Background: an optimization exercise with open tools, aiming at small area, a short achievable clock period and few clock cycles per item. Do not read the settings as production practice. Where RTL was checked, it was by simulation tests only, not by an equivalence proof against the original. Power figures rest on the tool's default switching activity, not on a simulated workload.

north:
==> flow/design.v (excerpt) <==
module pe_top (
    input  logic                      clk,
    input  logic                      rstn,
    input  logic [pe_pkg::CFG_W-1:0]  filter_size,
    input  logic                      iact_write_en,
    input  logic [pe_pkg::DATA_W-1:0] data_iact_in,
    output logic                      iact_ready,
    input  logic                      weight_write_en,
    input  logic [pe_pkg::DATA_W-1:0] data_weight_in,
    output logic                      weight_ready,
    input  logic                      psum_write_en,
    input  logic [pe_pkg::DATA_W-1:0] data_psum_in,
    output logic                      psum_ready,
    input  logic                      psum_read_en,
    output logic [pe_pkg::DATA_W-1:0] data_psum_out,
    output logic                      psum_out_valid
);
Size in the first run: roughly 140 flip-flops, ~8300 sq um of cells after synthesis.
Settings: LEC_CHECK=0, CAP_MARGIN=20, CORE_MARGIN=2, CORE_UTILIZATION=40, SETUP_SLACK_MARGIN=4.0, SLEW_MARGIN=20; clock period 7.0 ns.
standard.sh (not shown) runs the stock make flow with config.mk's settings and CLKGATE_MAP_FILE= SYNTH_SCRIPT=/design/flow/synth_recipe.tcl, a recipe that flattens the netlist after the stock synthesis.
==> flow/flow/run.sh <==
#!/bin/bash
set -euo pipefail
export BUFFER_PORTS_ARGS="-buffer_cell sky130_fd_sc_hd__buf_1"
export CTS_ARGS="-sink_clustering_enable -repair_clock_nets -buf_list sky130_fd_sc_hd__clkbuf_8 -dont_use_dummy_load"
export SETUP_MOVE_SEQUENCE="unbuffer,sizeup,swap,buffer,clone"
bash standard.sh finish > standard.log 2>&1
north: all stages complete, timing, DRC and antenna checks passed
Testbench counts of north, summed over its fixed seeds: cycles 18,441, rows 2,394.
Relative to north, the following input files were edited for south:
Settings: SETUP_SLACK_MARGIN now 4.4, was 4.0.
==> flow/flow/run.sh <==
#!/bin/bash
set -euo pipefail
export BUFFER_PORTS_ARGS="-buffer_cell sky130_fd_sc_hd__buf_1"
export CTS_ARGS="-sink_clustering_enable -repair_clock_nets -buf_list sky130_fd_sc_hd__clkbuf_4 -dont_use_dummy_load"
bash standard.sh finish > standard.log 2>&1
### Flow results
- Looking only at relative area change from synthesis to final layout, and setting everything else aside, the higher value of north and south goes to south.
- Final clock period utilization by the worst path on south is down relative to north.
- Diff north and south: total power lower in north
Inputs modified between south and east:
Settings: SETUP_SLACK_MARGIN now 4.1, was 4.4.
==> flow/flow/run.sh <==
#!/bin/bash
set -euo pipefail
export BUFFER_PORTS_ARGS="-buffer_cell sky130_fd_sc_hd__buf_1"
export CTS_ARGS="-sink_clustering_enable -repair_clock_nets -buf_list sky130_fd_sc_hd__clkbuf_8 -dont_use_dummy_load"
bash standard.sh finish > standard.log 2>&1
[summary]
- Total global routing track utilization: east vs south down 1.3 points
- east: all stages complete, timing, DRC and antenna checks passed
- Diff south -> east: sequential cell area share up 3.2 points; utilization down 4.2 points; critical path depth down 1; final worst slack down 0.11 ns.
diff inputs: east => west
Settings: GPL_TIMING_DRIVEN newly set to 0; SETUP_SLACK_MARGIN changed from 4.1 to 4.0.
--- outcome ---
west: no failed stages, no open violations at the end
Relative to east, west degrades half-perimeter wire length of the detailed placement result.
Against east, west reports a design area that is lower.
After detailed routing, east needs less wire than west.
Between east and west, the flow reports area of the multi-input gates decreasing slightly.
From east to west the numbers moved as follows: share of total power in sequential cells neither gained nor lost much, relative max-transition margin lost 2.7 points.
| combined buffer and inverter count along the critical path | west vs east | 3 higher |

* * *

pe_top, a different RTL version from the one above (not shown whole).
For scale: roughly 710 cells after synthesis, ~140 flip-flops, about 82 I/O pins, roughly 8300 um^2 of cells after synthesis.
clock: 7.0 ns
lec_check: 0
cap_margin: 20
core_margin: 2
core_utilization: 40
setup_slack_margin: 3.5
slew_margin: 20
run.sh (not shown) runs the stock make flow with config.mk's settings and CLKGATE_MAP_FILE= SYNTH_SCRIPT=/design/flow/synth_recipe.tcl, a recipe that flattens the netlist after the stock synthesis.
Stock flow here: none of the scripts above is used.
Change:
--- a/flow/config.mk
+++ b/flow/config.mk
@@ -10,3 +10,3 @@
 export CORE_UTILIZATION = 40
-export SETUP_SLACK_MARGIN = 3.5
+export SETUP_SLACK_MARGIN = 3.0
 export SLEW_MARGIN = 20
Clock power barely changes.
Worst setup slack got worse by 0.21 ns.
Routed wire length goes down slightly.
Non-clock buffer count went down by 7.
Synthesized area stays the same.
Total power hardly moves.
Worst hold slack is about the same.
Utilization fell by 0.35 points.
Maximum frequency falls by a few percent.
Final cell count falls slightly.
No run of this note included a check of the RTL's function; only the layout flow was run.

* * *

pe_top with an RTL version that a note above also has.
Size in the first run: about 710 cells after synthesis, about 82 I/O pins, roughly 0.0083 sq mm of cells after synthesis.
Settings: LEC_CHECK=0, CAP_MARGIN=20, CORE_MARGIN=2, CORE_UTILIZATION=40, SETUP_SLACK_MARGIN=4.1, SLEW_MARGIN=20; clock period 7.0 ns.
standard.sh (not shown) runs the stock make flow with config.mk's settings and CLKGATE_MAP_FILE= SYNTH_SCRIPT=/design/flow/synth_recipe.tcl, a recipe that flattens the netlist after the stock synthesis.
==> flow/flow/run.sh <==
#!/bin/bash
set -euo pipefail
export BUFFER_PORTS_ARGS="-buffer_cell sky130_fd_sc_hd__buf_1"
export CTS_ARGS="-sink_clustering_enable -repair_clock_nets -buf_list sky130_fd_sc_hd__clkbuf_8 -dont_use_dummy_load"
bash standard.sh finish > standard.log 2>&1
The starting point finished with timing, DRC and antenna clean.
Testbench counts at the start, summed over its fixed seeds: cycles 18,441, rows 2,394.
Edit:
==> flow/flow/run.sh (replaced) <==
#!/bin/bash
set -euo pipefail
export BUFFER_PORTS_ARGS="-buffer_cell sky130_fd_sc_hd__buf_1"
export CTS_ARGS="-sink_clustering_enable -repair_clock_nets -buf_list sky130_fd_sc_hd__clkbuf_4 -dont_use_dummy_load"
bash standard.sh finish > standard.log 2>&1
- PLACE_DENSITY: unset -> 0.7
- SETUP_SLACK_MARGIN: 4.1 -> 4.0
What happened: First-iteration DRC count rises by roughly a tenth. Die area stays the same. Clock power falls by a quarter to a third. Register-to-register slack loses 0.08 ns. Area after synthesis is unchanged. Non-clock buffer count goes up by 4. Wire length goes down by a few percent.

-- re-timing with driven ports --
The flow's constraints put no driver on any port. The routed layouts listed below were extracted and timed again, unchanged, in two steps. Step 1 sets driving cells, clkbuf_16 on the clock port and buf_2 on the other inputs (assumed; they add their load-dependent delay and slew). Step 2 adds t to the input delays and takes it off the output delays; t is the mean of the earliest and latest rising clock arrival at the registers after step 1. Input paths then give back, and output paths get back, about the clock's delay inside the block. a / b / c = ideal ports / drivers / drivers and shift; a / b = the first two.
run | t (ns) | slack for setup (ns) | hold slack, ns | clock arrival spread, ns | slew at the worst register clock pin (ns)
north | 0.472 | 4.162 / 4.162 / 3.923 | 0.490 / 0.490 / 0.490 | 0.020 / 0.020 | 0.08 / 0.08
south | 0.576 | 4.316 / 4.316 / 4.084 | 0.501 / 0.501 / 0.501 | 0.037 / 0.037 | 0.12 / 0.12
east | 0.476 | 4.206 / 4.206 / 3.919 | 0.488 / 0.488 / 0.488 | 0.020 / 0.020 | 0.07 / 0.07
west | 0.479 | 4.111 / 4.111 / 3.908 | 0.487 / 0.487 / 0.487 | 0.020 / 0.019 | 0.08 / 0.08
the first run of note 2 | 0.463 | 3.627 / 3.584 / 3.703 | 0.474 / 0.474 / 0.474 | 0.010 / 0.010 | 0.06 / 0.06
the second run of note 2 | 0.464 | 3.416 / 3.372 / 3.584 | 0.475 / 0.475 / 0.475 | 0.010 / 0.009 | 0.06 / 0.06
the first run of note 3 | 0.476 | 4.206 / 4.206 / 3.919 | 0.488 / 0.488 / 0.488 | 0.020 / 0.020 | 0.07 / 0.07
the second run of note 3 | 0.567 | 4.129 / 4.129 / 3.954 | 0.499 / 0.499 / 0.499 | 0.031 / 0.032 | 0.11 / 0.11
After both steps setup and hold are still met in every run listed.
